What follows belongs to an exercise in optimizing a design on an open flow for small area, a short achievable clock period and few clock cycles; a production flow would make more cautious choices. Only simulation tests tie the RTL to the original design; equivalence was not proved. Power and IR drop assume default switching activity.

==> constraint.sdc <==
create_clock -name core_clock -period 5.0 [get_ports {clk}]
set_input_delay 1.0000 -clock core_clock [delete_from_list [all_inputs] [get_ports {clk}]]
set_output_delay 1.0000 -clock core_clock [all_outputs]
set_load 0.01 [all_outputs]
==> design.v <==
`timescale 1ns/10ps
`default_nettype none
module udp_rx_csr #(
    parameter integer RD_PIPE = 0    
) (
    input  wire                            clk,
    input  wire                            rst_i,
    input  wire [8-1:0]      awaddr_i,
    input  wire                            awvalid_i,
    input  wire [32-1:0]      wdata_i,
    input  wire [32/8-1:0]    wstrb_i,
    input  wire                            wvalid_i,
    input  wire                            bready_i,
    input  wire [8-1:0]      araddr_i,
    input  wire                            arvalid_i,
    input  wire                            rready_i,
    output wire                            awready_o,
    output wire                            wready_o,
    output wire [1:0]                      bresp_o,
    output wire                            bvalid_o,
    output wire                            arready_o,
    output wire [32-1:0]      rdata_o,
    output wire [1:0]                      rresp_o,
    output wire                            rvalid_o,
    output wire                            cfg_enable_o,
    output wire [31:0]                     cfg_local_ip_o,
    output wire [15:0]                     cfg_port_o,
    input  wire                            drop_i,
    input  wire [70:0]                     head_hdr_i,
    input  wire [8*64-1:0] head_words_i,
    input  wire [3-1:0]   head_base_i,
    input  wire [3-1:0]      count_i,
    output wire                            pop_o
);
    localparam [5:0] W_CTRL     = 6'h00;
    localparam [5:0] W_LOCAL_IP = 6'h01;
    localparam [5:0] W_POP      = 6'h07;
    reg                        awready_q;
    reg                        bvalid_q;
    reg  [1:0]                 bcnt_q;
    reg                        arready_q;
    reg                        rvalid_q;
    reg  [32-1:0] rdata_q;
    reg                        enable_q;
    reg  [15:0]                port_q;
    reg  [31:0]                local_ip_q;
    reg  [31:0]                drops_q;
    reg  [1:0]                 bcnt_d;
    wire                       aw_hs;
    wire                       ar_hs;
    wire                       b_hs;
    wire                       r_free;
    wire                       load_r;
    wire [5:0]                 sel;
    reg  [32-1:0] rdata_d;
    wire [3-1:0] stage;
    wire [5:0]                 wa;
    assign wa    = awaddr_i[7:2];
    assign aw_hs = awvalid_i && wvalid_i && awready_q;
    assign b_hs  = bvalid_q && bready_i;
    assign pop_o = aw_hs && (wa == W_POP) && (awaddr_i[1:0] == 2'b00);
    always @(*) begin
        bcnt_d = bcnt_q + {1'b0, aw_hs} - {1'b0, b_hs};
    end
    always @(posedge clk) begin
        if (rst_i) begin
            awready_q  <= 1'b0;
            bvalid_q   <= 1'b0;
            bcnt_q     <= 2'd0;
            enable_q   <= 1'b0;
            port_q     <= 16'd0;
            local_ip_q <= 32'd0;
            drops_q    <= 32'd0;
        end else begin
            bcnt_q    <= bcnt_d;
            bvalid_q  <= (bcnt_d != 2'd0);
            awready_q <= (bcnt_d != 2'd2);
            if (drop_i) begin
                drops_q <= drops_q + 32'd1;
            end
            if (aw_hs && awaddr_i[1:0] == 2'b00 && wa == W_CTRL) begin
                if (wstrb_i[0]) enable_q     <= wdata_i[0];
                if (wstrb_i[2]) port_q[7:0]  <= wdata_i[23:16];
                if (wstrb_i[3]) port_q[15:8] <= wdata_i[31:24];
            end
            if (aw_hs && awaddr_i[1:0] == 2'b00 && wa == W_LOCAL_IP) begin
                if (wstrb_i[0]) local_ip_q[7:0]   <= wdata_i[7:0];
                if (wstrb_i[1]) local_ip_q[15:8]  <= wdata_i[15:8];
                if (wstrb_i[2]) local_ip_q[23:16] <= wdata_i[23:16];
                if (wstrb_i[3]) local_ip_q[31:24] <= wdata_i[31:24];
            end
        end
    end
    wire [3:0]  widx;
    wire [31:0] win_m [0:3];
    wire [31:0] win_d;
    wire [31:0] reg_lo;
    wire [31:0] reg_hi;
    wire [31:0] reg_d;
    assign stage = head_base_i - sel[3:1];
    assign widx  = {stage, sel[0]};
    genvar g;
    generate
        for (g = 0; g < 4; g = g + 1) begin : g_win
            assign win_m[g] = widx[1] ? (widx[0] ? head_words_i[32*(4*g+3) +: 32]
                                                  : head_words_i[32*(4*g+2) +: 32])
                                      : (widx[0] ? head_words_i[32*(4*g+1) +: 32]
                                                  : head_words_i[32*(4*g+0) +: 32]);
        end
    endgenerate
    assign win_d = widx[3] ? (widx[2] ? win_m[3] : win_m[2]) : (widx[2] ? win_m[1] : win_m[0]);
    assign reg_lo = sel[1] ? (sel[0] ? drops_q : {{(32-3){1'b0}}, count_i})
                           : (sel[0] ? local_ip_q : {port_q, 15'd0, enable_q});
    assign reg_hi = sel[1] ? (sel[0] ? 32'd0 : {25'd0, head_hdr_i[6:0]})
                           : (sel[0] ? head_hdr_i[38:7] : head_hdr_i[70:39]);
    assign reg_d  = sel[2] ? reg_hi : reg_lo;
    always @(*) begin
        if (sel[5:4] == 2'b01) begin
            rdata_d = win_d;
        end else if (sel[5:3] == 3'b000) begin
            rdata_d = reg_d;
        end else begin
            rdata_d = 32'd0;
        end
    end
    assign ar_hs  = arvalid_i && arready_q;
    assign r_free = !rvalid_q || rready_i;
    generate
        if (RD_PIPE == 0) begin : g_p0
            reg       q0v_q;
            reg [5:0] q0a_q;
            wire      q0v_d;
            wire      rv_d;
            assign sel    = q0v_q ? q0a_q : araddr_i[7:2];
            assign load_r = r_free && (q0v_q || ar_hs);
            assign q0v_d  = q0v_q ? (!load_r || ar_hs) : (ar_hs && !load_r);
            assign rv_d   = load_r || (rvalid_q && !rready_i);
            always @(posedge clk) begin
                if (rst_i) begin
                    q0v_q     <= 1'b0;
                    rvalid_q  <= 1'b0;
                    arready_q <= 1'b0;
                end else begin
                    q0v_q     <= q0v_d;
                    rvalid_q  <= rv_d;
                    arready_q <= !(q0v_d && rv_d);
                end
            end
            always @(posedge clk) begin
                if (ar_hs && (!q0v_q || load_r) && !(load_r && !q0v_q)) begin
                    q0a_q <= araddr_i[7:2];
                end
            end
        end else begin : g_p1
            reg       q0v_q, q1v_q;
            reg [5:0] q0a_q, q1a_q;
            wire      rv_d;
            reg       q0v_d, q1v_d;
            assign sel    = q0a_q;
            assign load_r = r_free && q0v_q;
            assign rv_d   = load_r || (rvalid_q && !rready_i);
            always @(*) begin
                q0v_d = q0v_q;
                q1v_d = q1v_q;
                if (load_r) begin
                    q0v_d = q1v_q || ar_hs;
                    q1v_d = q1v_q && ar_hs;
                end else if (ar_hs) begin
                    q0v_d = 1'b1;
                    q1v_d = q0v_q;
                end
            end
            always @(posedge clk) begin
                if (rst_i) begin
                    q0v_q     <= 1'b0;
                    q1v_q     <= 1'b0;
                    rvalid_q  <= 1'b0;
                    arready_q <= 1'b0;
                end else begin
                    q0v_q     <= q0v_d;
                    q1v_q     <= q1v_d;
                    rvalid_q  <= rv_d;
                    arready_q <= !(q1v_d && rv_d);
                end
            end
            always @(posedge clk) begin
                if (load_r || !q0v_q) begin
                    q0a_q <= q1v_q ? q1a_q : araddr_i[7:2];
                end
                if (ar_hs) begin
                    q1a_q <= araddr_i[7:2];
                end
            end
        end
    endgenerate
    always @(posedge clk) begin
        if (load_r) begin
            rdata_q <= rdata_d;
        end
    end
    assign awready_o = awready_q;
    assign wready_o  = awready_q;
    assign bresp_o   = 2'b00;
    assign bvalid_o  = bvalid_q;
    assign arready_o = arready_q;
    assign rdata_o   = rdata_q;
    assign rresp_o   = 2'b00;
    assign rvalid_o  = rvalid_q;
    assign cfg_enable_o   = enable_q;
    assign cfg_local_ip_o = local_ip_q;
    assign cfg_port_o     = port_q;
endmodule
`default_nettype wire
`timescale 1ns/10ps
`default_nettype none
module udp_rx_ctrl (
    input  wire                            clk,
    input  wire                            rst_i,
    input  wire                            cfg_enable_i,
    input  wire [31:0]                     cfg_local_ip_i,
    input  wire [15:0]                     cfg_port_i,
    input  wire                            full_i,
    input  wire [31:0]                     hdr_src_ip_i,
    input  wire [15:0]                     hdr_src_port_i,
    input  wire [31:0]                     hdr_dst_ip_i,
    input  wire [15:0]                     hdr_dst_port_i,
    input  wire [15:0]                     hdr_length_i,
    input  wire                            hdr_valid_i,
    output wire                            hdr_ready_o,
    input  wire [64-1:0]       beat_data_i,
    input  wire                            beat_last_i,
    input  wire                            beat_valid_i,
    output wire                            beat_ready_o,
    output wire                            hdr_we_o,
    output wire [70:0]                     hdr_o,
    output wire                            wr_we_o,
    output wire [3-1:0]   wr_idx_o,
    output wire [64-1:0]       wr_data_o,
    output wire                            wr_commit_o,
    output wire                            drop_o,
    output wire                            rx_irq_o
);
    reg                           busy_q;      
    reg                           acc_q;       
    reg  [3-1:0] cnt_q;       
    reg                           irq_q;
    reg                           brdy_q;      
    reg                           first_q;     
    reg  [2:0]                    gap_q;       
    wire                          hdr_hs;
    wire                          beat_hs;
    wire                          accept;
    wire [15:0]                   pay_len;
    assign hdr_hs  = hdr_valid_i && !busy_q;
    assign beat_hs = beat_valid_i && brdy_q;
    assign pay_len = hdr_length_i - 16'd8;
    assign accept  = cfg_enable_i
                  && (hdr_dst_ip_i == cfg_local_ip_i)
                  && (hdr_dst_port_i == cfg_port_i)
                  && (pay_len <= (8 * 8))
                  && !full_i;
    always @(posedge clk) begin
        if (rst_i) begin
            busy_q  <= 1'b0;
            acc_q   <= 1'b0;
            irq_q   <= 1'b0;
            cnt_q   <= {3{1'b0}};
            brdy_q  <= 1'b0;
            first_q <= 1'b0;
            gap_q   <= 3'd0;
        end else begin
            irq_q <= beat_hs && beat_last_i && acc_q;
            if (hdr_hs) begin
                busy_q <= 1'b1;
            end else if (beat_hs && beat_last_i) begin
                busy_q <= 1'b0;
            end
            if (hdr_hs) begin
                acc_q <= accept;
            end
            if (hdr_hs) begin
                cnt_q <= {3{1'b0}};
            end else if (beat_hs) begin
                cnt_q <= cnt_q + 1'b1;
            end
            gap_q   <= beat_hs ? 3'd1 : gap_q + 3'd1;
            first_q <= hdr_hs || (first_q && !beat_hs);
            brdy_q  <= hdr_hs || (busy_q && !(beat_hs && beat_last_i) &&
                                  ((first_q && !beat_hs) || (beat_hs ? 1'b1 : (gap_q == 3'd0))));
        end
    end
    assign hdr_ready_o  = !busy_q;
    assign beat_ready_o = brdy_q;
    assign hdr_we_o    = hdr_hs && !full_i;
    assign hdr_o       = {hdr_src_ip_i, hdr_src_port_i, hdr_dst_port_i, hdr_length_i[6:0]};
    assign wr_we_o     = beat_hs && acc_q;
    assign wr_idx_o    = cnt_q;
    assign wr_data_o   = beat_data_i;
    assign wr_commit_o = beat_hs && beat_last_i && acc_q;
    assign drop_o      = beat_hs && beat_last_i && !acc_q;
    assign rx_irq_o    = irq_q;
endmodule
`default_nettype wire
`timescale 1ns/10ps
`default_nettype none
module udp_rx_buffer (
    input  wire                            clk,
    input  wire                            rst_i,
    input  wire                            hdr_we_i,
    input  wire [70:0]                     hdr_i,
    input  wire                            wr_we_i,
    input  wire [3-1:0]   wr_idx_i,
    input  wire [64-1:0]       wr_data_i,
    input  wire                            wr_commit_i,
    input  wire                            pop_i,
    output wire [70:0]                     head_hdr_o,
    output wire [8*64-1:0] head_words_o,
    output wire [3-1:0]   head_base_o,
    output wire [3-1:0]      count_o,
    output wire                            full_o
);
    localparam integer SW = 8 * 64;
    reg  [SW-1:0]                 slot_q [0:4-1];
    reg  [70:0]                   hdr_q  [0:4-1];
    reg  [2-1:0] wr_ptr_q;
    reg  [2-1:0] rd_ptr_q;
    reg  [3-1:0]    count_q;
    reg  [3-1:0] pos_q  [0:4-1];    
    reg  [3-1:0] pos_d  [0:4-1];
    reg  [3-1:0] hpos_q;                         
    wire [2-1:0] rd_ptr_d;
    wire                          do_pop;
    assign do_pop = pop_i && (count_q != {3{1'b0}});
    genvar s, w;
    generate
        for (s = 0; s < 4; s = s + 1) begin : g_slot
            always @(posedge clk) begin
                slot_q[s][64 +: SW-64] <= slot_q[s][0 +: SW-64];
                if (wr_we_i && wr_ptr_q == s) begin
                    slot_q[s][0 +: 64] <= wr_data_i;
                end else begin
                    slot_q[s][0 +: 64] <= slot_q[s][SW-64 +: 64];
                end
                pos_q[s] <= pos_d[s];
            end
            always @(*) begin
                if (wr_we_i && wr_ptr_q == s && wr_idx_i == {3{1'b0}}) begin
                    pos_d[s] = {3{1'b0}};
                end else begin
                    pos_d[s] = pos_q[s] + 1'b1;
                end
            end
            always @(posedge clk) begin
                if (hdr_we_i && wr_ptr_q == s) begin
                    hdr_q[s] <= hdr_i;
                end
            end
        end
    endgenerate
    assign rd_ptr_d = rd_ptr_q + {{(2-1){1'b0}}, do_pop};
    always @(posedge clk) begin
        hpos_q <= pos_d[rd_ptr_d];
    end
    always @(posedge clk) begin
        if (rst_i) begin
            wr_ptr_q <= {2{1'b0}};
            rd_ptr_q <= {2{1'b0}};
            count_q  <= {3{1'b0}};
        end else begin
            if (wr_commit_i) begin
                wr_ptr_q <= wr_ptr_q + 1'b1;
            end
            if (do_pop) begin
                rd_ptr_q <= rd_ptr_q + 1'b1;
            end
            case ({wr_commit_i, do_pop})
                2'b10:   count_q <= count_q + 1'b1;
                2'b01:   count_q <= count_q - 1'b1;
                default: count_q <= count_q;
            endcase
        end
    end
    assign head_hdr_o   = rd_ptr_q[1] ? (rd_ptr_q[0] ? hdr_q[3] : hdr_q[2])
                                      : (rd_ptr_q[0] ? hdr_q[1] : hdr_q[0]);
    assign head_words_o = rd_ptr_q[1] ? (rd_ptr_q[0] ? slot_q[3] : slot_q[2])
                                      : (rd_ptr_q[0] ? slot_q[1] : slot_q[0]);
    assign head_base_o  = hpos_q;
    assign count_o      = count_q;
    assign full_o       = count_q[2];
endmodule
`default_nettype wire
`timescale 1ns/10ps
`default_nettype none
module udp_rx_top (
    input  wire                            clk,
    input  wire                            rst_i,
    input  wire [31:0]                     hdr_src_ip_i,
    input  wire [15:0]                     hdr_src_port_i,
    input  wire [31:0]                     hdr_dst_ip_i,
    input  wire [15:0]                     hdr_dst_port_i,
    input  wire [15:0]                     hdr_length_i,
    input  wire                            hdr_valid_i,
    output wire                            hdr_ready_o,
    input  wire [64-1:0]       beat_data_i,
    input  wire                            beat_last_i,
    input  wire                            beat_valid_i,
    output wire                            beat_ready_o,
    input  wire [8-1:0]      axil_awaddr_i,
    input  wire                            axil_awvalid_i,
    input  wire [32-1:0]      axil_wdata_i,
    input  wire [32/8-1:0]    axil_wstrb_i,
    input  wire                            axil_wvalid_i,
    input  wire                            axil_bready_i,
    input  wire [8-1:0]      axil_araddr_i,
    input  wire                            axil_arvalid_i,
    input  wire                            axil_rready_i,
    output wire                            axil_awready_o,
    output wire                            axil_wready_o,
    output wire [1:0]                      axil_bresp_o,
    output wire                            axil_bvalid_o,
    output wire                            axil_arready_o,
    output wire [32-1:0]      axil_rdata_o,
    output wire [1:0]                      axil_rresp_o,
    output wire                            axil_rvalid_o,
    output wire                            rx_irq_o
);
    wire                                     cfg_enable;
    wire [31:0]                              cfg_local_ip;
    wire [15:0]                              cfg_port;
    wire                                     drop;
    wire                                     hdr_we;
    wire [70:0]                              hdr;
    wire                                     wr_we;
    wire [3-1:0]            wr_idx;
    wire [64-1:0]                wr_data;
    wire                                     wr_commit;
    wire                                     full;
    wire                                     pop;
    wire [70:0]                              head_hdr;
    wire [8*64-1:0] head_words;
    wire [3-1:0]            head_base;
    wire [3-1:0]               count;
    udp_rx_csr #(.RD_PIPE(0)) u_csr (
        .clk            (clk),
        .rst_i          (rst_i),
        .awaddr_i       (axil_awaddr_i),
        .awvalid_i      (axil_awvalid_i),
        .wdata_i        (axil_wdata_i),
        .wstrb_i        (axil_wstrb_i),
        .wvalid_i       (axil_wvalid_i),
        .bready_i       (axil_bready_i),
        .araddr_i       (axil_araddr_i),
        .arvalid_i      (axil_arvalid_i),
        .rready_i       (axil_rready_i),
        .awready_o      (axil_awready_o),
        .wready_o       (axil_wready_o),
        .bresp_o        (axil_bresp_o),
        .bvalid_o       (axil_bvalid_o),
        .arready_o      (axil_arready_o),
        .rdata_o        (axil_rdata_o),
        .rresp_o        (axil_rresp_o),
        .rvalid_o       (axil_rvalid_o),
        .cfg_enable_o   (cfg_enable),
        .cfg_local_ip_o (cfg_local_ip),
        .cfg_port_o     (cfg_port),
        .drop_i         (drop),
        .head_hdr_i     (head_hdr),
        .head_words_i   (head_words),
        .head_base_i    (head_base),
        .count_i        (count),
        .pop_o          (pop)
    );
    udp_rx_ctrl u_ctrl (
        .clk            (clk),
        .rst_i          (rst_i),
        .cfg_enable_i   (cfg_enable),
        .cfg_local_ip_i (cfg_local_ip),
        .cfg_port_i     (cfg_port),
        .full_i         (full),
        .hdr_src_ip_i   (hdr_src_ip_i),
        .hdr_src_port_i (hdr_src_port_i),
        .hdr_dst_ip_i   (hdr_dst_ip_i),
        .hdr_dst_port_i (hdr_dst_port_i),
        .hdr_length_i   (hdr_length_i),
        .hdr_valid_i    (hdr_valid_i),
        .hdr_ready_o    (hdr_ready_o),
        .beat_data_i    (beat_data_i),
        .beat_last_i    (beat_last_i),
        .beat_valid_i   (beat_valid_i),
        .beat_ready_o   (beat_ready_o),
        .hdr_we_o       (hdr_we),
        .hdr_o          (hdr),
        .wr_we_o        (wr_we),
        .wr_idx_o       (wr_idx),
        .wr_data_o      (wr_data),
        .wr_commit_o    (wr_commit),
        .drop_o         (drop),
        .rx_irq_o       (rx_irq_o)
    );
    udp_rx_buffer u_buffer (
        .clk            (clk),
        .rst_i          (rst_i),
        .hdr_we_i       (hdr_we),
        .hdr_i          (hdr),
        .wr_we_i        (wr_we),
        .wr_idx_i       (wr_idx),
        .wr_data_i      (wr_data),
        .wr_commit_i    (wr_commit),
        .pop_i          (pop),
        .head_hdr_o     (head_hdr),
        .head_words_o   (head_words),
        .head_base_o    (head_base),
        .count_o        (count),
        .full_o         (full)
    );
endmodule
`default_nettype wire
==> run.sh <==
#!/bin/bash
# synth_recipe.tcl (not shown) runs the flow's synth.tcl, then flattens the netlist and writes it again
# the make line also repeats each setting of config.mk as NAME=value (left out here)
make -C /OpenROAD-flow-scripts/flow DESIGN_CONFIG=/design/flow/config.mk WORK_HOME=/design/flow/orfs CLKGATE_MAP_FILE= SYNTH_SCRIPT=/design/flow/synth_recipe.tcl finish
==> config.mk <==
export PLATFORM = sky130hd
export DESIGN_NAME = udp_rx_top
export DESIGN_NICKNAME = udp_rx_top
export VERILOG_FILES = /design/flow/design.v
export SDC_FILE = /design/flow/constraint.sdc
export NUM_CORES = 4
export LEC_CHECK = 0
export CAP_MARGIN = 20
export CORE_MARGIN = 2
export CORE_UTILIZATION = 60
export CTS_CLUSTER_DIAMETER = 120
export CTS_CLUSTER_SIZE = 30
export SETUP_SLACK_MARGIN = 2.5
export SLEW_MARGIN = 20
==> results of run 1 <==
[layout make-up]
cell class | instances | area, um^2
repair buffers | 458 | 5246
multi-input cells | 2348 | 24900
well taps | 1755 | 2196
flip-flops and latches | 2491 | 53100
fillers | 9361 | 42770
diodes | 3 | 7.507
clock inverters | 9 | 146.4
clock buffers | 131 | 2491
inverters | 27 | 103.9
[state kept, by name, summed over array words and instances (netlist names), 6 cells and up]
| name | flops |
|---|---|
| u_buffer.hdr_q | 284 |
| u_buffer.pos_q | 12 |
| u_buffer.slot_q | 2048 |
| u_csr.drops_q | 32 |
| u_csr.g_p0.q0a_q | 6 |
| u_csr.local_ip_q | 32 |
| u_csr.port_q | 16 |
| u_csr.rdata_q | 32 |
[logic make-up after synthesis]
| group | Yosys count | synth area share |
|---|---|---|
| AO/OA/AOI/OAI | 313 | 0.02413 |
| XOR/XNOR | 87 | 0.009662 |
| adder cells (fa/ha/maj) | 21 | 0.003522 |
| buffers and inverters | 324 | 0.01964 |
| flip-flops | 2491 | 0.6732 |
| multiplexers | 905 | 0.2139 |
| other | 1 | 0.00004755 |
| AND/OR/NAND/NOR | 1011 | 0.05585 |
[report_power, final]
| group | internal (uW) | switching, uW |
|---|---|---|
| registers | 20400 | 50.5 |
| logic | 996 | 1350 |
| clock network | 3590 | 5860 |
| total | 24900 | 7260 |
[metal layers]
| layer | share of wire | wire (um) |
|---|---|---|
| met5 | 0.00035 | 66 |
| met4 | 0.027 | 5072 |
| met3 | 0.059 | 11170 |
| met2 | 0.47 | 88860 |
| met1 | 0.44 | 83950 |
[worst paths after layout]
check	from	endpoint	slack, ns	cells past startpoint
max	axil_araddr_i[3]	u_csr.rdata_q[20]$_DFFE_PP_	2.13	15
min	u_buffer.slot_q[3][117]$_DFF_P_	u_buffer.slot_q[3][181]$_DFF_P_	0.33	0
min reg2reg	u_buffer.slot_q[3][117]$_DFF_P_	u_buffer.slot_q[3][181]$_DFF_P_	0.33	0
max reg2reg	u_csr.g_p0.q0v_q$_SDFF_PP0_	u_csr.rdata_q[20]$_DFFE_PP_	2.14	14
[worst register-to-register path, cell delays in order (launching register included)]
cell and delay (ns):
dfxtp_4 0.39, mux2i_4 0.19, inv_2 0.08, ha_4 0.13
inv_2 0.03, fa_2 0.59, buf_6 0.12, buf_6 0.12
nor2b_4 0.17, buf_12 0.13, buf_12 0.15, buf_16 0.22
a31oi_1 0.11, nand4_1 0.09, o211ai_1 0.09
[placed cells by master (no fill, tap or decap), types with 42 or more instances in the layout]
cell type	synthesis	layout
xor2_1	44	44
mux2_2	259	257
nand2_1	593	585
mux2i_1	50	44
dfxtp_1	2169	2165
buf_4	44	92
edfxtp_1	322	322
nor2_1	70	59
xnor2_1	43	42
clkbuf_16	0	99
a21oi_1	145	140
nand4_1	53	53
nand3_1	209	195
mux4_2	588	588
clkdlybuf4s50_1	0	226
[stage by stage]
| step | utilization | instances |
|---|---|---|
| floorplan | - | 5156 |
| global placement | 0.6394 | 6990 |
| detailed placement | 0.6394 | 6990 |
| CTS | 0.6685 | 7196 |
| global route | 0.6734 | 7220 |
| finish | 0.6734 | 7222 |
[repair_timing]
| item | CTS | global route |
|---|---|---|
| gates resized for setup | 201 | 59 |
| pin swaps | 28 | 35 |
| endpoints found under the setup margin | 267 | 111 |
| hold buffers | 0 | 0 |
| gates cloned | 20 | 6 |
| setup buffers | 46 | 17 |
==> reports/qor.txt, run 1 <==
row cnt = 133
met3 GRT Util = 0.04071
initial antenna violation count = 16
CTS root buf = clkbuf_16
top-count cell post-synth = dfxtp_1
type of the worst setup path = in2reg
fin crit period = 2.873 ns
Slew headroom = 0.2914
largest net degree at the start of global routing = 131
PwrDens = 365.2 nW/um^2
Max rail drop VDD = 299.9 uV
max-cap violations = 0
routability cong. = 0.8534
# port buffers = 275
busiest layer in global routing = met2
CP max-delay cell = fa_2
Routed WL = 189100 um
outcome = timing/DRC/antenna clean
Clock Tree Buf Depth = 3
ys flop type = dfxtp_1
initial drt markers = 3782
RSZ-0062 raised after global routing = true
Hold WS = 0.3302 ns
Ports = 282
Syn Inst Count = 5153
Sink Count = 2491
Hold Path Class = reg2reg
first-pass GRT wire length = 277900 um
worst setup margin = 2.127 ns
Fin. Hold Viols = 0
Worst Path Buf+Inv = 8
Pleak = 0.03125 uW
TritonCTS Buffers = 93
Synth top area share = 0.5506
DRC Markers = 0
Netlist cell types = 57
CTS clk-pin slew, worst paths = 0.11 ns
Via-to-Cell Ratio = 5.882
post-synthesis register bit count = 2491
count of final setup violators = 0
DIE HEIGHT = 366.5 um
critical path launch point type = input pin
design area = 88190 um^2
register area share after synthesis = 0.6732
met1 Track Usage GR = 0.4049
top post-synthesis cells by count = 2169 x dfxtp_1, 593 x nand2_1, 588 x mux4_2, 322 x edfxtp_1, 259 x mux2_2
cell taking the most area after synthesis = dfxtp_1
die span in x = 366.5 um
met2 Use GR = 0.4406
CP top delay family = buffers and inverters
initial core utilization = 0.6022
Vias = 42480
Post-synth EDFFs = 322
DR pass1 iterations = 5
DP Wirelength = 114600 um
H-Tree Depth = 3
max incr delay on CP = 0.59 ns
nets@finish = 5678
Data required, critical path = 5.48 ns
clock insertion delay at the later pin of the skew report = 0.75 ns
routed length per instance = 26.19 um
pre-CTS setup slack = 0.4893 ns
Ys Warns = 7
number of global-route vias before repair = 43410
total die area = 134400 um^2
top area cells in the synthesized netlist = dfxtp_1 55%, mux4_2 17%, edfxtp_1 12%
synthesized area per cell = 15.30 um^2
CTS tree = yes
fmax = 0.3481 GHz
Worst Skew = 0.02291 ns
fraction of registers with async set/reset = 0
Fin Setup TNS = 0 ns
dpl cell area = 83740 um^2
Post-Syn Area = 78860 um^2
Slew Limit Fails = 0
total congestion overflow = 0
Tot GR Track Use = 0.2769
Slew @ Worst Pin = 1.063 ns
period utilization = 0.5746
Overall Power = 32210 uW
crit-path cells = dlygate4sd2_1, mux2i_4, inv_2, ha_4, inv_2, fa_2, buf_6, buf_6, nor2b_4, buf_12, buf_12, buf_16, a31oi_1, nand4_1, o211ai_1
share of cells above drive strength 1 = 0.2317
endpoint class of the critical path = register
Final ANT Viol Nets = 0
CP max FO = 6
Critical Path AT = 3.35 ns
core area = 131000 um^2
area growth from synthesis to layout = 11.84%
Testbench counts, summed over its fixed seeds: cycles 21,360.
==> run 2: changes to the inputs <==
--- a/design.v
+++ b/design.v
@@ -28,7 +28,7 @@
     input  wire                            drop_i,
     input  wire [70:0]                     head_hdr_i,
     input  wire [8*64-1:0] head_words_i,
-    input  wire [3-1:0]   head_base_i,
+    input  wire [8*3-1:0] head_stage_i,
     input  wire [3-1:0]      count_i,
     output wire                            pop_o
 );
@@ -97,7 +97,7 @@
     wire [31:0] reg_lo;
     wire [31:0] reg_hi;
     wire [31:0] reg_d;
-    assign stage = head_base_i - sel[3:1];
+    assign stage = head_stage_i[sel[3:1]*3 +: 3];
     assign widx  = {stage, sel[0]};
     genvar g;
     generate
@@ -315,7 +315,7 @@
     input  wire                            pop_i,
     output wire [70:0]                     head_hdr_o,
     output wire [8*64-1:0] head_words_o,
-    output wire [3-1:0]   head_base_o,
+    output wire [8*3-1:0] head_stage_o,
     output wire [3-1:0]      count_o,
     output wire                            full_o
 );
@@ -327,7 +327,8 @@
     reg  [3-1:0]    count_q;
     reg  [3-1:0] pos_q  [0:4-1];    
     reg  [3-1:0] pos_d  [0:4-1];
-    reg  [3-1:0] hpos_q;                         
+    reg  [8*3-1:0] stg_q;        
+    wire [3-1:0] hpos_d;
     wire [2-1:0] rd_ptr_d;
     wire                          do_pop;
     assign do_pop = pop_i && (count_q != {3{1'b0}});
@@ -358,9 +359,15 @@
         end
     endgenerate
     assign rd_ptr_d = rd_ptr_q + {{(2-1){1'b0}}, do_pop};
-    always @(posedge clk) begin
-        hpos_q <= pos_d[rd_ptr_d];
-    end
+    assign hpos_d = pos_d[rd_ptr_d];
+    genvar j;
+    generate
+        for (j = 0; j < 8; j = j + 1) begin : g_stg
+            always @(posedge clk) begin
+                stg_q[j*3 +: 3] <= hpos_d - j;
+            end
+        end
+    endgenerate
     always @(posedge clk) begin
         if (rst_i) begin
             wr_ptr_q <= {2{1'b0}};
@@ -384,7 +391,7 @@
                                       : (rd_ptr_q[0] ? hdr_q[1] : hdr_q[0]);
     assign head_words_o = rd_ptr_q[1] ? (rd_ptr_q[0] ? slot_q[3] : slot_q[2])
                                       : (rd_ptr_q[0] ? slot_q[1] : slot_q[0]);
-    assign head_base_o  = hpos_q;
+    assign head_stage_o = stg_q;
     assign count_o      = count_q;
     assign full_o       = count_q[2];
 endmodule
@@ -438,7 +445,7 @@
     wire                                     pop;
     wire [70:0]                              head_hdr;
     wire [8*64-1:0] head_words;
-    wire [3-1:0]            head_base;
+    wire [8*3-1:0] head_stage;
     wire [3-1:0]               count;
     udp_rx_csr #(.RD_PIPE(0)) u_csr (
         .clk            (clk),
@@ -466,7 +473,7 @@
         .drop_i         (drop),
         .head_hdr_i     (head_hdr),
         .head_words_i   (head_words),
-        .head_base_i    (head_base),
+        .head_stage_i   (head_stage),
         .count_i        (count),
         .pop_o          (pop)
     );
@@ -509,7 +516,7 @@
         .pop_i          (pop),
         .head_hdr_o     (head_hdr),
         .head_words_o   (head_words),
-        .head_base_o    (head_base),
+        .head_stage_o   (head_stage),
         .count_o        (count),
         .full_o         (full)
     );
--- a/config.mk
+++ b/config.mk
@@ -8,7 +8,5 @@
 export CAP_MARGIN = 20
 export CORE_MARGIN = 2
 export CORE_UTILIZATION = 60
-export CTS_CLUSTER_DIAMETER = 120
-export CTS_CLUSTER_SIZE = 30
 export SETUP_SLACK_MARGIN = 2.5
 export SLEW_MARGIN = 20
==> run 2 against run 1 <==
First-iteration DRC count rose by 5.3%. Clock power increased by 88%. Wire length grew 11%. Area after synthesis is 1.2% higher. Register-to-register slack improved by 0.17 ns.
==> reports/qor.txt, run 2 <==
most common cell after layout, fill and taps aside = dfxtp_1
Largest regs = u_buffer.slot_q (2048), u_buffer.hdr_q (284)
total congestion overflow = 0
synthesized area per cell = 15.07 um^2
worst setup margin = 2.308 ns
RSZ-0062 raised after global routing = true
CP top delay family = compound AO/OA/AOI/OAI gates
critical path launch point type = register
Ys Warns = 7
area occupied by multi-input gates = 26120 um^2
total of fill cells in the finished design = 8433
ys flop type = dfxtp_1
Sink Count = 2502
nets@finish = 6019
CP max FO = 13
cts hold-fix bufs = 0
period utilization = 0.5384
cell taking the most area after synthesis = dfxtp_1
post-synthesis register bit count = 2502
max incr delay on CP = 0.58 ns
fin crit period = 2.692 ns
Max rail drop VDD = 353.1 uV
Final ANT Viol Nets = 0
DP Cell Count = 7106
count of final setup violators = 0
Post-Syn Area = 79820 um^2
pre-CTS setup slack = 0.8800 ns
top post-synthesis cells by count = 2180 x dfxtp_1, 651 x nand2_1, 586 x mux4_2, 322 x edfxtp_1, 274 x mux2_2
share of cells above drive strength 1 = 0.2853
routability cong. = 0.8775
Data required, critical path = 5.56 ns
core area = 131800 um^2
DRC Markers = 0
initial antenna violation count = 21
type of the worst setup path = reg2reg
# port buffers = 275
CP max-delay cell = edfxtp_1
row cnt = 133
DIE HEIGHT = 368.7 um
Via-to-Cell Ratio = 5.936
Vias = 45840
endpoint class of the critical path = register
Worst Path Buf+Inv = 1
CTS tree = yes
most frequent cells in the layout = 2176 x dfxtp_1, 630 x nand2_1, 586 x mux4_2
top area cells in the synthesized netlist = dfxtp_1 55%, mux4_2 17%, edfxtp_1 12%
hold path depth = 0
Tot GR Track Use = 0.3017
Post-synth EDFFs = 322
Reg2Reg Depth = 7
Worst path depth = 7
register area share after synthesis = 0.6679
crit-path cells = mux2_4, nor2_2, a22oi_1, a21oi_1, o21ai_0, buf_4, o2111ai_1
Layout Cells excl Fill = 7722
routed length per instance = 27.15 um
outcome = timing/DRC/antenna clean
Clock Tree Buf Depth = 3
Fin. Hold Viols = 0
CTS clk-pin slew, worst paths = 0.06 ns
Fin Setup TNS = 0 ns
fraction of registers with async set/reset = 0
Slew @ Worst Pin = 1.133 ns
area growth from synthesis to layout = 20.64%
Slew headroom = 0.2447
largest net degree at the start of global routing = 114
initial drt markers = 3983
PwrDens = 422.4 nW/um^2
DR pass1 iterations = 5
Netlist cell types = 58
Sequential Area = 53320 um^2
design area = 96300 um^2
max-cap violations = 0
CTS root buf = clkbuf_16
H-Tree Depth = 4
fmax = 0.3715 GHz
number of global-route vias before repair = 47210
Critical Path AT = 3.25 ns
dpl cell area = 84760 um^2
die span in x = 368.7 um
first-pass GRT wire length = 303000 um
Top reg by flops = u_buffer.slot_q
Synth top area share = 0.5468
Slew Limit Fails = 0
top-count cell post-synth = dfxtp_1
TritonCTS Buffers = 227
DP Wirelength = 115500 um
clock insertion delay at the later pin of the skew report = 0.84 ns
Syn Inst Count = 5296
Ports = 282
Pleak = 0.03528 uW
total die area = 136000 um^2
Routed WL = 209700 um
Worst Skew = 0.03185 ns
Hold Path Class = reg2reg
max reg flops = 2048
Hold WS = 0.3260 ns
initial core utilization = 0.6056
-- run 2: cell count changes after synthesis, sizes merged, moves of 17 or more --
cell | previous run | this run
nand3 | 209 | 237
and3 | 12 | 57
a21oi | 145 | 86
o21ai | 39 | 22
a31oi | 48 | 26
clkbuf | 125 | 149
a22oi | 7 | 25
nand2 | 593 | 651
mux2 | 259 | 277
o2111ai | 5 | 34
a311oi | 7 | 44
-- run 2: cells by family after synthesis --
family | Yosys count | share of synthesized area
flip-flops | 2502 | 0.6679
AND/OR/NAND/NOR | 1142 | 0.06393
multiplexers | 907 | 0.2103
buffers and inverters | 346 | 0.01994
AO/OA/AOI/OAI | 281 | 0.02397
XOR/XNOR | 96 | 0.01053
adder cells (fa/ha/maj) | 21 | 0.003386
other | 1 | 0.00004698
-- run 2: layer usage --
layer  vias up  share of wire  GRT usage
li1      20400              -          -
met1     23380           0.42     0.4140
met2      1666           0.47     0.4837
met3       370          0.071    0.05986
met4        22          0.032     0.1020
met5         -         0.0014   0.009615
-- run 2: where the power goes --
| group | switching [uW] | internal (uW) |
|---|---|---|
| sequential | 72.2 | 20500 |
| clock | 7520 | 10200 |
| combinational | 1350 | 1000 |
| total | 8940 | 31700 |
-- run 2: worst paths after layout --
path              slack, ns                       startpoint                               to
setup / recovery       2.31    u_csr.g_p0.q0a_q[2]$_DFFE_PP_      u_csr.rdata_q[14]$_DFFE_PP_
hold / removal         0.33  u_buffer.slot_q[0][230]$_DFF_P_  u_buffer.slot_q[0][294]$_DFF_P_
setup reg to reg       2.31    u_csr.g_p0.q0a_q[2]$_DFFE_PP_      u_csr.rdata_q[14]$_DFFE_PP_
hold reg to reg        0.33  u_buffer.slot_q[0][230]$_DFF_P_  u_buffer.slot_q[0][294]$_DFF_P_
-- run 2: per-stage QoR --
stage,power [uW],util
6_report,40680,0.7306
5_1_grt,41760,0.7305
4_1_cts,40590,0.7236
3_5_place_dp,22520,0.6431
3_3_place_gp,22490,0.6431
2_1_floorplan,21730,-
-- run 2: final cells by class --
| class | instances | area share |
|---|---|---|
| tap | 1755 | 0.02280 |
| antenna | 9 | 0.0002339 |
| multi-input combinational | 2468 | 0.2712 |
| clock buffer | 346 | 0.07155 |
| clock inverter | 81 | 0.009641 |
| inverter | 33 | 0.001286 |
| timing repair buffer | 528 | 0.06949 |
| sequential | 2502 | 0.5537 |
-- run 2: worst register-to-register path, delay by kind of cell (launching register included) --
kind                   cells  cell delay [ns]
AOI/OAI and AO/OA          4             0.99
DFF                        1             0.58
muxes                      1             0.44
buffers and inverters      1             0.25
and+or+nand+nor            1             0.16
-- run 2: repair_timing --
| item | 4_1_cts | 5_1_grt |
|---|---|---|
| gates resized for setup | 345 | 77 |
| endpoints found under the setup margin | 228 | 142 |
| buffers inserted | 94 | 25 |
| cloned | 48 | 13 |
| pin swaps | 29 | 27 |
Testbench counts of run 2, summed over its fixed seeds: cycles 21,360.
==> run 3: changes to the inputs <==
--- a/config.mk
+++ b/config.mk
@@ -8,5 +8,7 @@
 export CAP_MARGIN = 20
 export CORE_MARGIN = 2
 export CORE_UTILIZATION = 60
+export CTS_CLUSTER_DIAMETER = 100
+export CTS_CLUSTER_SIZE = 24
 export SETUP_SLACK_MARGIN = 2.5
 export SLEW_MARGIN = 20
==> run 3 against run 2 <==
Core utilization shrank 2.8 points. Maximum frequency grew 0.35%. Area after synthesis is the same. Hold slack gained 0.013 ns. Combinational power grew 13%. Setup slack gained 0.0095 ns. Register-to-register slack is essentially flat. Total power shrank 17%. Critical path depth grew 1. Clock-buffer cell count shrank 185.
==> reports/qor.txt, run 3 <==
Worst Path Buf+Inv = 3
CP top delay family = compound AO/OA/AOI/OAI gates
CP max FO = 9
total of fill cells in the finished design = 8864
initial antenna violation count = 29
Syn Inst Count = 5296
Tot GR Track Use = 0.3057
cts hold-fix bufs = 0
Max rail drop VDD = 409.0 uV
Post-synth EDFFs = 322
endpoint class of the critical path = register
Final ANT Viol Nets = 0
Data required, critical path = 5.45 ns
Top reg by flops = u_buffer.slot_q
top post-synthesis cells by count = 2180 x dfxtp_1, 651 x nand2_1, 586 x mux4_2, 322 x edfxtp_1, 274 x mux2_2
post-synthesis xor/xnor area fraction = 0.01053
Post-Syn Area = 79820 um^2
mux contribution to synthesized area = 0.2103
ys flop type = dfxtp_1
max incr delay on CP = 0.48 ns
Synth Area in Simple Gates = 0.06393
total die area = 136000 um^2
TritonCTS Buffers = 114
top-count cell post-synth = dfxtp_1
Largest regs = u_buffer.slot_q (2048), u_buffer.hdr_q (284)
CTS clk-pin slew, worst paths = 0.10 ns
largest family of logic cells by synthesized area = multiplexers
Sink Count = 2502
area growth from synthesis to layout = 16.02%
Slew @ Worst Pin = 1.125 ns
die span in x = 368.7 um
Netlist cell types = 58
Fin Setup TNS = 0 ns
H-Tree Depth = 3
row cnt = 133
Pleak = 0.03337 uW
nets@finish = 5938
period utilization = 0.5365
max reg flops = 2048
Worst Skew = 0.03213 ns
initial core utilization = 0.6056
CP max-delay cell = o211ai_1
Critical Path AT = 3.14 ns
core area = 131800 um^2
pre-CTS setup slack = 0.8800 ns
register area share after synthesis = 0.6679
number of global-route vias before repair = 45880
RSZ-0062 raised after global routing = true
Via-to-Cell Ratio = 6.036
Slew headroom = 0.2501
total congestion overflow = 0
largest net degree at the start of global routing = 114
post-synthesis register bit count = 2502
top area cells in the synthesized netlist = dfxtp_1 55%, mux4_2 17%, edfxtp_1 12%
cell taking the most area after synthesis = dfxtp_1
Critical Path Most Common Cell = buf_12
initial drt markers = 4106
area share of fa/ha/maj cells after synthesis = 0.003386
CTS tree = yes
fin crit period = 2.683 ns
# port buffers = 275
Clock Tree Buf Depth = 3
critical path launch point type = register
Routed WL = 210100 um
most frequent cells in the layout = 2176 x dfxtp_1, 633 x nand2_1, 586 x mux4_2
crit-path cells = buf_12, mux2_8, buf_12, buf_4, a31oi_1, o21ai_0, o211ai_1, o2111ai_1
DRC Markers = 0
DP Wirelength = 115500 um
Overall Power = 33590 uW
Ports = 282
synthesized area per cell = 15.07 um^2
Fin. Hold Viols = 0
Hold Path Class = reg2reg
DR pass1 iterations = 9
most common cell after layout, fill and taps aside = dfxtp_1
Synth top area share = 0.5468
fmax = 0.3728 GHz
post-synthesis compound-gate area fraction = 0.02397
outcome = timing/DRC/antenna clean
fraction of registers with async set/reset = 0
first-pass GRT wire length = 304500 um
Slew Limit Fails = 0
Vias = 45260
PwrDens = 362.7 nW/um^2
share of cells above drive strength 1 = 0.2600
Ys Warns = 7
DIE HEIGHT = 368.7 um
count of final setup violators = 0
worst setup margin = 2.317 ns
type of the worst setup path = reg2reg
max-cap violations = 0
routability cong. = 0.8775
clock insertion delay at the later pin of the skew report = 0.76 ns
routed length per instance = 28.02 um
CTS root buf = clkbuf_16
==> run 3: cell types whose count changed in the layout (fill, tap and decap cells not counted), sizes merged, moves of 10 or more <==
cell           delta
bufbuf           +10
clkbuf          -187
clkinv           -50
bufinv           -14
clkdlybuf4s15    +15
==> run 3: where the power goes <==
part	internal, uW	leakage, uW	switching [uW]
registers	20500	0.0205	76.2
clock network	4300	0.00152	6080
logic	1180	0.0113	1480
==> run 3: path summary, 6_finish.rpt <==
kind	start	end	slack, ns	cells past startpoint
setup / recovery	u_csr.g_p0.q0v_q$_SDFF_PP0_	u_csr.rdata_q[1]$_DFFE_PP_	2.32	8
hold / removal	u_buffer.slot_q[1][303]$_DFF_P_	u_buffer.slot_q[1][367]$_DFF_P_	0.34	0
setup reg to reg	u_csr.g_p0.q0v_q$_SDFF_PP0_	u_csr.rdata_q[1]$_DFFE_PP_	2.32	8
hold reg to reg	u_buffer.slot_q[1][303]$_DFF_P_	u_buffer.slot_q[1][367]$_DFF_P_	0.34	0
==> run 3: layout make-up <==
type / count / area (um^2) / share of cell area
diodes: 13 / 32.53 / 0.0003513
clock inverters: 6 / 93.84 / 0.001013
repair buffers: 563 / 7457 / 0.08053
clock buffers: 161 / 3072 / 0.03317
multi-input cells: 2465 / 26300 / 0.2840
inverters: 33 / 123.9 / 0.001338
flip-flops and latches: 2502 / 53320 / 0.5758
well taps: 1755 / 2196 / 0.02371
==> run 3: through the flow <==
step | std cells | hold WS, ns | area [um^2] | utilization
global route | 7490 | 0.3370 | 92580 | 0.7025
finish | 7498 | 0.3387 | 92600 | 0.7026
CTS | 7451 | 0.3436 | 91730 | 0.6960
floorplan | 5299 | 0.3259 | 80110 | -
global placement | 7106 | 0.3277 | 84760 | 0.6431
detailed placement | 7106 | 0.3309 | 84760 | 0.6431
==> run 3: layer usage <==
layer,vias to the layer above,GRT usage,wire [um]
li1,20110,-,-
met1,23290,0.4289,89790
met2,1523,0.4892,99180
met3,309,0.05914,14870
met4,28,0.08752,6048
met5,-,0,190
==> run 3: cell families after synthesis <==
logic type,after synthesis
flops,2502
simple gates,1142
fa+ha+maj,21
mux,907
buf+inv,346
other cells,1
compound gates,281
xor+xnor,96
==> run 3: timing repair <==
item,4_1_cts,5_1_grt
pin swaps,44,52
setup buffers,113,26
endpoints found under the hold margin,0,0
setup endpoints to repair,365,179
resized for setup,351,85
cloned,65,8
==> run 4: changes to the inputs <==
--- a/config.mk
+++ b/config.mk
@@ -7,7 +7,7 @@
 export LEC_CHECK = 0
 export CAP_MARGIN = 20
 export CORE_MARGIN = 2
-export CORE_UTILIZATION = 60
+export CORE_UTILIZATION = 66
 export CTS_CLUSTER_DIAMETER = 100
 export CTS_CLUSTER_SIZE = 24
 export SETUP_SLACK_MARGIN = 2.5
==> run 4 against run 3 <==
Clock skew is 0.0035 ns lower. Design area is 0.74% lower. Clock power hardly changed. Core utilization is 6.4 points higher. Die area is 9.0% lower. Combinational power is 24% lower. First-iteration DRC count is 16% higher. Register-to-register slack worse by 0.03 ns. Non-clock buffer count is 18 higher. Critical path type unchanged. Largest cell class unchanged. Largest power group unchanged.
==> reports/qor.txt, run 4 <==
outcome = timing/DRC/antenna clean
number of global-route vias before repair = 45260
ys flop type = dfxtp_1
post-synthesis register bit count = 2502
cts hold-fix bufs = 0
DR pass1 iterations = 6
Critical Path AT = 3.29 ns
Slew @ Worst Pin = 1.133 ns
top post-synthesis cells by count = 2180 x dfxtp_1, 651 x nand2_1, 586 x mux4_2, 322 x edfxtp_1, 274 x mux2_2
die span in x = 351.8 um
total die area = 123700 um^2
total of fill cells in the finished design = 7169
hold_sp = u_buffer.slot_q[3][375]$_DFF_P_
DRC Markers = 0
initial core utilization = 0.6653
routability cong. = 0.9389
Fin. Hold Viols = 0
first-pass GRT wire length = 286300 um
Critical Path Most Common Cell = buf_4
design area = 91910 um^2
Data required, critical path = 5.57 ns
Vias = 46030
period utilization = 0.5429
top-count cell post-synth = dfxtp_1
Final ANT Viol Nets = 0
Max rail drop VDD = 371.2 uV
critical path launch point type = register
largest net degree at the start of global routing = 105
top area cells in the synthesized netlist = dfxtp_1 55%, mux4_2 17%, edfxtp_1 12%
Hold Path Sink = u_buffer.slot_q[3][439]$_DFF_P_
R2R Path End = u_csr.rdata_q[1]$_DFFE_PP_
worst setup margin = 2.285 ns
initial antenna violation count = 22
clock insertion delay at the later pin of the skew report = 0.75 ns
Layout Cells excl Fill = 7380
CTS root buf = clkbuf_16
CP max-delay cell = edfxtp_1
PwrDens = 358.2 nW/um^2
type of the worst setup path = reg2reg
max reg flops = 2048
Via-to-Cell Ratio = 6.237
Tot GR Track Use = 0.3124
Hold WS = 0.3326 ns
H-Tree Depth = 3
Ys Warns = 7
Post-Syn Area = 79820 um^2
fin crit period = 2.715 ns
share of cells above drive strength 1 = 0.2559
max-cap violations = 0
initial drt markers = 4772
register area share after synthesis = 0.6679
max incr delay on CP = 0.51 ns
fraction of registers with async set/reset = 0
area growth from synthesis to layout = 15.15%
Hold Path Class = reg2reg
row cnt = 127
# port buffers = 275
Netlist cell types = 58
fmax = 0.3684 GHz
most common cell after layout, fill and taps aside = dfxtp_1
routed length per instance = 27.62 um
CP max FO = 10
cell taking the most area after synthesis = dfxtp_1
Pleak = 0.03309 uW
Clock Tree Buf Depth = 3
RSZ-0062 raised after global routing = true
Reg-to-Reg Start = u_csr.g_p0.q0a_q[1]$_DFFE_PP_
CTS clk-pin slew, worst paths = 0.10 ns
Syn Inst Count = 5296
Reg2Reg Depth = 7
DP Wirelength = 115600 um
DP Cell Count = 6976
Routed WL = 203900 um
pre-CTS setup slack = 0.8035 ns
Worst Skew = 0.02861 ns
DIE HEIGHT = 351.8 um
TritonCTS Buffers = 114
Slew Limit Fails = 0
crit-path cells = buf_4, buf_4, mux2_2, mux2i_1, o21ai_0, o211ai_1, o2111ai_1
Top reg by flops = u_buffer.slot_q
synthesized area per cell = 15.07 um^2
Slew headroom = 0.2448
Post-synth EDFFs = 322
dpl cell area = 84540 um^2
Sink Count = 2502
nets@finish = 5960
hold path depth = 0
total congestion overflow = 0
Fin Setup TNS = 0 ns
setup slack, reg-to-reg = 2.29 ns
Synth top area share = 0.5468
core area = 120000 um^2
Largest regs = u_buffer.slot_q (2048), u_buffer.hdr_q (284)
CTS tree = yes
most frequent cells in the layout = 2177 x dfxtp_1, 627 x nand2_1, 586 x mux4_2
Ports = 282
count of final setup violators = 0
endpoint class of the critical path = register
==> run 4: kinds of logic (layout without fill, tap and decap cells) <==
| logic type | after synthesis | count (layout) | share of synthesized area |
|---|---|---|---|
| muxes | 907 | 917 | 0.2103 |
| AOI/OAI and AO/OA | 281 | 281 | 0.02397 |
| adders and majority gates | 21 | 21 | 0.003386 |
| buffers and inverters | 346 | 785 | 0.01994 |
| and+or+nand+nor | 1142 | 1150 | 0.06393 |
| DFF | 2502 | 2502 | 0.6679 |
| xor gates and xnor gates | 96 | 96 | 0.01053 |
| other | 1 | 16 | 0.00004698 |
==> run 4: layout make-up <==
type                    count  area (um^2)  share of cell area
well taps                1612         2017             0.02194
repair buffers            581         7138             0.07766
flip-flops and latches   2502        53320              0.5801
inverters                  33        123.9            0.001348
diodes                     12        30.03           0.0003267
clock buffers             165         3087             0.03358
multi-input cells        2469        26100              0.2840
clock inverters             6        92.59            0.001007
==> run 4: worst max path at each step <==
stage,start,endpoint,slack [ns],depth (start not counted)
after floorplan,axil_awaddr_i[5],u_buffer.stg_q[5]$_DFF_P_,1.99,10
after global placement,axil_araddr_i[3],u_csr.rdata_q[31]$_DFFE_PP_,0.88,8
after detailed placement,axil_araddr_i[3],u_csr.rdata_q[31]$_DFFE_PP_,0.80,8
after CTS,axil_awaddr_i[0],u_buffer.stg_q[23]$_DFF_P_,2.33,10
after global routing,axil_awaddr_i[1],u_buffer.stg_q[23]$_DFF_P_,2.27,10
final,u_csr.g_p0.q0a_q[1]$_DFFE_PP_,u_csr.rdata_q[1]$_DFFE_PP_,2.29,7
==> run 4: worst max-delay path: cells and delay by family (launching register included) <==
| kind | cells | cell delay [ns] |
|---|---|---|
| buffers and inverters | 2 | 0.31 |
| muxes | 2 | 0.55 |
| AOI/OAI and AO/OA | 3 | 1.16 |
| DFF | 1 | 0.51 |
==> run 4: where the power goes <==
part	switching, uW	internal [uW]
Clock	6040	4310
Sequential	74.4	20500
Combinational	1200	828
Total	7320	25600
==> run 4: per-stage QoR <==
step                total power (uW)  utilization
floorplan                      21730            -
global route                   33800       0.7660
CTS                            32760       0.7489
detailed placement             22480       0.7047
global placement               22450       0.7047
finish                         32920       0.7661
==> run 4: routing by layer <==
metal | vias up | wire length (um) | GRT usage
met1 | 23500 | 83720 | 0.4436
met3 | 365 | 16460 | 0.05301
met4 | 12 | 7156 | 0.1046
met2 | 1983 | 96460 | 0.4953
li1 | 20170 | - | -
met5 | - | 78 | 0
==> run 4: what timing repair did <==
| item | in CTS | in global routing |
|---|---|---|
| pin swaps | 23 | 39 |
| resized for setup | 256 | 149 |
| gates cloned | 36 | 33 |
| setup buffers | 86 | 66 |
| setup endpoints to repair | 311 | 157 |
==> run 5: changes to the inputs <==
--- a/config.mk
+++ b/config.mk
@@ -7,8 +7,8 @@
 export LEC_CHECK = 0
 export CAP_MARGIN = 20
 export CORE_MARGIN = 2
-export CORE_UTILIZATION = 66
+export CORE_UTILIZATION = 60
 export CTS_CLUSTER_DIAMETER = 100
 export CTS_CLUSTER_SIZE = 24
-export SETUP_SLACK_MARGIN = 2.5
+export SETUP_SLACK_MARGIN = 3.2
 export SLEW_MARGIN = 20
==> run 5 against run 4 <==
Highest routed layer unchanged. Global-route usage down 0.070 points. Via count up 0.71%. Die area is 9.9% higher. Clock power about the same. Setup slack gained 0.016 ns. Still clean on timing, DRC and antenna. Synthesized cell count stayed put. Register-to-register slack improved by 0.02 ns. Sequential power about the same. Sequential share of layout area down 1.2 points. Core utilization decreased by 5.3 points. First-iteration DRC count decreased by 3.6%. Non-clock buffer count rose by 56. Largest power group unchanged.
==> reports/qor.txt, run 5 <==
CP max-delay cell = o211ai_1
max incr delay on CP = 0.68 ns
Slew headroom = 0.4526
routed length per instance = 29.41 um
max-cap violations = 0
Netlist cell types = 58
met2 Use GR = 0.4925
first-pass GRT wire length = 308600 um
Sink Count = 2502
Final ANT Viol Nets = 0
max reg flops = 2048
row cnt = 133
DIE HEIGHT = 368.7 um
CP max FO = 5
routability cong. = 0.8627
RSZ-0062 raised after global routing = true
internal power = 25790 uW
total die area = 136000 um^2
period utilization = 0.5397
PwrDens = 355.3 nW/um^2
TritonCTS Buffers = 114
core area = 131800 um^2
Via-to-Cell Ratio = 6.112
Post-Syn Area = 79820 um^2
register area share after synthesis = 0.6679
met1 Track Usage GR = 0.4451
DRC Markers = 0
Pleak = 0.03408 uW
area growth from synthesis to layout = 17.75%
Slew @ Worst Pin = 0.8176 ns
Top reg by flops = u_buffer.slot_q
DP Wirelength = 115900 um
fin crit period = 2.698 ns
Vias = 46350
Max rail drop VDD = 357.5 uV
logic gate share of total power = 0.074
crit-path cells = buf_12, buf_8, mux4_2, a21oi_4, a31oi_4, o211ai_1, o2111ai_1
outcome = timing/DRC/antenna clean
nets@finish = 6029
# port buffers = 275
critical path launch point type = register
DR pass1 iterations = 6
Ports = 282
Critical Path AT = 3.18 ns
Hold Path Class = reg2reg
Post-synth EDFFs = 322
clock group share of total power = 0.311
number of global-route vias before repair = 45960
ys flop type = dfxtp_1
CTS clk-pin slew, worst paths = 0.10 ns
top area cells in the synthesized netlist = dfxtp_1 55%, mux4_2 17%, edfxtp_1 12%
Synth top area share = 0.5468
largest net degree at the start of global routing = 102
CTS tree = yes
Syn Inst Count = 5296
CTS root buf = clkbuf_16
worst setup margin = 2.302 ns
H-Tree Depth = 3
initial antenna violation count = 25
sw frac = 0.2278
pre-CTS setup slack = 0.7747 ns
fmax = 0.3706 GHz
Tot GR Track Use = 0.3117
Fin. Hold Viols = 0
most frequent cells in the layout = 2154 x dfxtp_1, 621 x nand2_1, 586 x mux4_2
fraction of registers with async set/reset = 0
top post-synthesis cells by count = 2180 x dfxtp_1, 651 x nand2_1, 586 x mux4_2, 322 x edfxtp_1, 274 x mux2_2
share of cells above drive strength 1 = 0.2861
count of final setup violators = 0
busiest layer in global routing = met2
part of the power in registers = 0.615
Routed WL = 223100 um
Overall Power = 33390 uW
Largest regs = u_buffer.slot_q (2048), u_buffer.hdr_q (284)
Worst Skew = 0.04024 ns
Data required, critical path = 5.48 ns
met3 GRT Util = 0.05705
post-synthesis register bit count = 2502
total congestion overflow = 0
Ys Warns = 7
Fin Setup TNS = 0 ns
clock insertion delay at the later pin of the skew report = 0.77 ns
initial core utilization = 0.6056
most common cell after layout, fill and taps aside = dfxtp_1
endpoint class of the critical path = register
Slew Limit Fails = 0
initial drt markers = 4598
Clock Tree Buf Depth = 3
synthesized area per cell = 15.07 um^2
die span in x = 368.7 um
Psw = 7609 uW
top-count cell post-synth = dfxtp_1
cell taking the most area after synthesis = dfxtp_1
type of the worst setup path = reg2reg
==> run 5: changes by cell type in the layout (fill, tap and decap cells not counted), moves of 19 or more <==
cell	delta
dlymetal6s2s_1	+19
buf_12	+32
buf_6	+24
clkdlybuf4s50_1	-34
buf_2	+22
dfxtp_1	-23
==> run 5: repair_timing <==
| item | CTS | global route |
|---|---|---|
| setup endpoints to repair | 750 | 480 |
| pin swaps | 65 | 69 |
| hold endpoints to repair | 0 | 0 |
| setup buffers | 151 | 65 |
| resized for setup | 543 | 193 |
| gates cloned | 66 | 30 |
| hold buffers | 0 | 0 |
==> run 5: cells by family after synthesis <==
logic type,synth area share
mux,0.2103
flops,0.6679
xor+xnor,0.01053
other cells,0.00004698
simple gates,0.06393
buf+inv,0.01994
compound gates,0.02397
fa+ha+maj,0.003386
==> run 5: final cells by class <==
| class | instances | area (um^2) |
|---|---|---|
| fill | 8859 | 37810 |
| clock buffer | 159 | 3064 |
| inverter | 33 | 126.4 |
| antenna | 10 | 25.02 |
| sequential | 2502 | 53380 |
| tap | 1755 | 2196 |
| timing repair buffer | 637 | 8339 |
| clock inverter | 6 | 91.34 |
| multi-input combinational | 2482 | 26770 |
==> run 5: worst paths after layout <==
kind | from | slack (ns) | endpoint | cells past startpoint
max | u_buffer.rd_ptr_q[0]$_SDFFE_PP0P_ | 2.30 | u_csr.rdata_q[2]$_DFFE_PP_ | 7
min | u_buffer.slot_q[1][304]$_DFF_P_ | 0.32 | u_buffer.slot_q[1][368]$_DFF_P_ | 0
max reg2reg | u_buffer.rd_ptr_q[0]$_SDFFE_PP0P_ | 2.30 | u_csr.rdata_q[2]$_DFFE_PP_ | 7
min reg2reg | u_buffer.slot_q[1][304]$_DFF_P_ | 0.32 | u_buffer.slot_q[1][368]$_DFF_P_ | 0
==> run 5: power by group through the flow <==
stage	Combinational (uW)	Clock, uW	Sequential, uW
finish	2460	10400	20500
global route	2510	11200	20500
CTS	1990	10500	20500
detailed placement	1510	0	21000
global placement	1490	0	21000
floorplan	769	0	21000
==> run 5: through the flow <==
step / cell area [um^2] / std cells / utilization / hold WS (ns)
after floorplan: 80530 / 5299 / - / 0.3259
after CTS: 91960 / 7478 / 0.6977 / 0.3148
after global placement: 84740 / 7096 / 0.6430 / 0.3270
after detailed placement: 84740 / 7096 / 0.6430 / 0.3309
after global routing: 93970 / 7578 / 0.7130 / 0.3249
final: 93990 / 7584 / 0.7131 / 0.3182
==> run 5: critical path: cells and delay by family, from the launching register on <==
family | cells | cell delay, ns
AO/OA/AOI/OAI | 4 | 1.15
multiplexers | 1 | 0.57
buffers and inverters | 2 | 0.27
flip-flops | 1 | 0.41
==> run 5: metal layers <==
layer	share of wire	wire [um]
met5	0.00056	126
met4	0.035	7765
met3	0.082	18360
met1	0.42	93280
met2	0.46	103500
==> run 6: changes to the inputs <==
--- a/config.mk
+++ b/config.mk
@@ -10,5 +10,5 @@
 export CORE_UTILIZATION = 60
 export CTS_CLUSTER_DIAMETER = 100
 export CTS_CLUSTER_SIZE = 24
-export SETUP_SLACK_MARGIN = 3.2
+export SETUP_SLACK_MARGIN = 3.6
 export SLEW_MARGIN = 20
==> run 6 against run 5 <==
Still clean on timing, DRC and antenna. Highest routed layer unchanged. Non-clock buffer count grew 103. Clock skew is 0.0020 ns lower. Total power up 0.29%. First-iteration DRC count rose by 11%. Maximum frequency down 2.1%. Wire length increased by 5.1%. Sequential power is essentially flat. Sequential cell count unchanged. Clock power about the same. Design area grew 3.4%. Critical path depth rose by 2.
==> reports/qor.txt, run 6 <==
Slew Limit Fails = 0
cell taking the most area after synthesis = dfxtp_1
Clock Tree Buf Depth = 3
part of the power in registers = 0.613
Psw = 7657 uW
core area = 131800 um^2
register area share after synthesis = 0.6679
initial core utilization = 0.6056
area growth from synthesis to layout = 21.72%
routability cong. = 0.8599
most frequent cells in the layout = 2152 x dfxtp_1, 595 x nand2_1, 586 x mux4_2
routed length per instance = 30.40 um
Syn Inst Count = 5296
Hold Path Class = reg2reg
PwrDens = 344.7 nW/um^2
H-Tree Depth = 3
CP max FO = 13
Critical Path AT = 3.23 ns
Slew @ Worst Pin = 1.078 ns
row cnt = 133
internal power = 25830 uW
share of cells above drive strength 1 = 0.3222
Pleak = 0.03551 uW
clock insertion delay at the later pin of the skew report = 0.79 ns
Final ANT Viol Nets = 0
Sink Count = 2502
max reg flops = 2048
max-cap violations = 0
top-count cell post-synth = dfxtp_1
fmax = 0.3629 GHz
Fin. Hold Viols = 0
critical path launch point type = register
post-synthesis register bit count = 2502
die span in x = 368.7 um
TritonCTS Buffers = 114
DP Wirelength = 113900 um
fraction of registers with async set/reset = 0
DIE HEIGHT = 368.7 um
Max rail drop VDD = 323.2 uV
DR pass1 iterations = 6
number of global-route vias before repair = 47280
initial drt markers = 5084
ys flop type = dfxtp_1
CTS root buf = clkbuf_16
synthesized area per cell = 15.07 um^2
Hold WS = 0.3247 ns
top area cells in the synthesized netlist = dfxtp_1 55%, mux4_2 17%, edfxtp_1 12%
period utilization = 0.5511
nets@finish = 6153
Post-synth EDFFs = 322
logic gate share of total power = 0.076
Netlist cell types = 58
Vias = 47690
fin crit period = 2.756 ns
Overall Power = 33490 uW
final cell utilization of the core = 0.7372
total of fill cells in the finished design = 8232
total congestion overflow = 0
Largest regs = u_buffer.slot_q (2048), u_buffer.hdr_q (284)
DP Cell Count = 7094
Slew headroom = 0.2811
Synth top area share = 0.5468
Post-Syn Area = 79820 um^2
Ys Warns = 7
count of final setup violators = 0
Ports = 282
total die area = 136000 um^2
Data required, critical path = 5.48 ns
initial antenna violation count = 27
top post-synthesis cells by count = 2180 x dfxtp_1, 651 x nand2_1, 586 x mux4_2, 322 x edfxtp_1, 274 x mux2_2
endpoint class of the critical path = register
clock group share of total power = 0.311
RSZ-0062 raised after global routing = true
CTS tree = yes
sw frac = 0.2286
Routed WL = 234500 um
Layout Cells excl Fill = 7716
first-pass GRT wire length = 321800 um
Fin Setup TNS = 0 ns
largest net degree at the start of global routing = 98
outcome = timing/DRC/antenna clean
CTS clk-pin slew, worst paths = 0.10 ns
most common cell after layout, fill and taps aside = dfxtp_1
DRC Markers = 0
Worst Skew = 0.03826 ns
# port buffers = 275
Top reg by flops = u_buffer.slot_q
Tot GR Track Use = 0.3248
Via-to-Cell Ratio = 6.181
type of the worst setup path = reg2reg
## run 6: final cells by class
class	instances	area, um^2	share of cell area
multi-input combinational	2503	28080	0.2890
sequential	2502	53370	0.5494
timing repair buffer	740	10190	0.1048
tap	1755	2196	0.02260
clock buffer	161	3060	0.03150
antenna	17	42.54	0.0004379
clock inverter	5	83.83	0.0008628
inverter	33	133.9	0.001378
## run 6: what timing repair did
action | 4_1_cts | 5_1_grt
cloned | 106 | 29
resized for setup | 799 | 367
buffers inserted | 230 | 74
pin swaps | 133 | 108
hold buffers | 0 | 0
setup endpoints to repair | 782 | 752
## run 6: power groups by stage
stage | Clock, uW | Combinational (uW) | Sequential (uW)
floorplan | 0 | 785 | 21000
global placement | 0 | 1510 | 21000
detailed placement | 0 | 1530 | 21000
CTS | 10500 | 2180 | 20500
global route | 11200 | 2590 | 20600
finish | 10400 | 2540 | 20500
## run 6: path summary, 6_finish.rpt
check	start	end	slack, ns	depth (start not counted)
setup / recovery	u_csr.g_p0.q0v_q$_SDFF_PP0_	u_csr.rdata_q[1]$_DFFE_PP_	2.24	9
hold / removal	u_buffer.slot_q[3][253]$_DFF_P_	u_buffer.slot_q[3][317]$_DFF_P_	0.32	0
setup reg to reg	u_csr.g_p0.q0v_q$_SDFF_PP0_	u_csr.rdata_q[1]$_DFFE_PP_	2.24	9
hold reg to reg	u_buffer.slot_q[3][253]$_DFF_P_	u_buffer.slot_q[3][317]$_DFF_P_	0.32	0
## run 6: cells by family (layout without fill, tap and decap cells)
group / after synthesis / after routing / share of synthesized area
AOI/OAI and AO/OA: 281 / 281 / 0.02397
buffers and inverters: 346 / 939 / 0.01994
muxes: 907 / 920 / 0.2103
other: 1 / 21 / 0.00004698
adders and majority gates: 21 / 21 / 0.003386
and+or+nand+nor: 1142 / 1181 / 0.06393
DFF: 2502 / 2502 / 0.6679
xor gates and xnor gates: 96 / 96 / 0.01053
## run 6: worst max-delay path: stages, from the launching register on
cell	delay, ns
dfxtp_4	0.39
buf_12	0.17
mux2i_4	0.20
buf_12	0.18
buf_4	0.15
buf_6	0.15
a21oi_2	0.15
a31oi_2	0.06
o211ai_1	0.77
o2111ai_1	0.21
## run 6: stage by stage
| step | instance area [um^2] | setup slack (ns) |
|---|---|---|
| final | 97160 | 2.244 |
| after global routing | 97150 | 2.285 |
| after CTS | 94430 | 2.381 |
| after detailed placement | 84830 | 0.7190 |
| after global placement | 84830 | 0.7604 |
| after floorplan | 80720 | 1.989 |
## run 6: routing by layer
layer	vias to the layer above	track usage	routed length, um
li1	20580	-	-
met2	2165	0.5136	109600
met1	24480	0.4567	95090
met4	10	0.1138	9157
met5	-	0	51
met3	456	0.05719	20660

[what the ideal ports hide]
No port has a modelled driver above. Below, the same layouts with a new extraction and two added sets of constraints.
Step 1, drivers: a clkbuf_16 drives clk and a buf_2 each remaining input, both assumed.
Step 2 adds t to the input delays and takes it off the output delays; t is the mean of the earliest and latest rising clock arrival at the registers after step 1. Input paths then give back, and output paths get back, about the clock's delay inside the block.
a / b / c = ideal / step 1 / step 2; a / b = the first two.
run	t (ns)	setup WS [ns]	worst hold slack (ns)	worst slew at a driven data input, ns
run 1	0.818	2.127 / 2.138 / 1.326	0.330 / 0.330 / 0.330	0.19
run 2	0.909	2.308 / 2.308 / 1.513	0.326 / 0.326 / 0.326	0.19
run 3	0.830	2.317 / 2.287 / 1.457	0.339 / 0.339 / 0.339	0.20
run 4	0.824	2.285 / 2.285 / 1.529	0.333 / 0.333 / 0.333	0.20
run 5	0.832	2.302 / 2.302 / 1.553	0.318 / 0.318 / 0.318	0.17
run 6	0.853	2.244 / 2.244 / 1.530	0.325 / 0.325 / 0.325	0.19
After both steps every run listed still meets setup and hold. For run 3, which loses most, drivers alone change the setup slack by -0.030 ns; drivers and shift together by -0.860 ns.
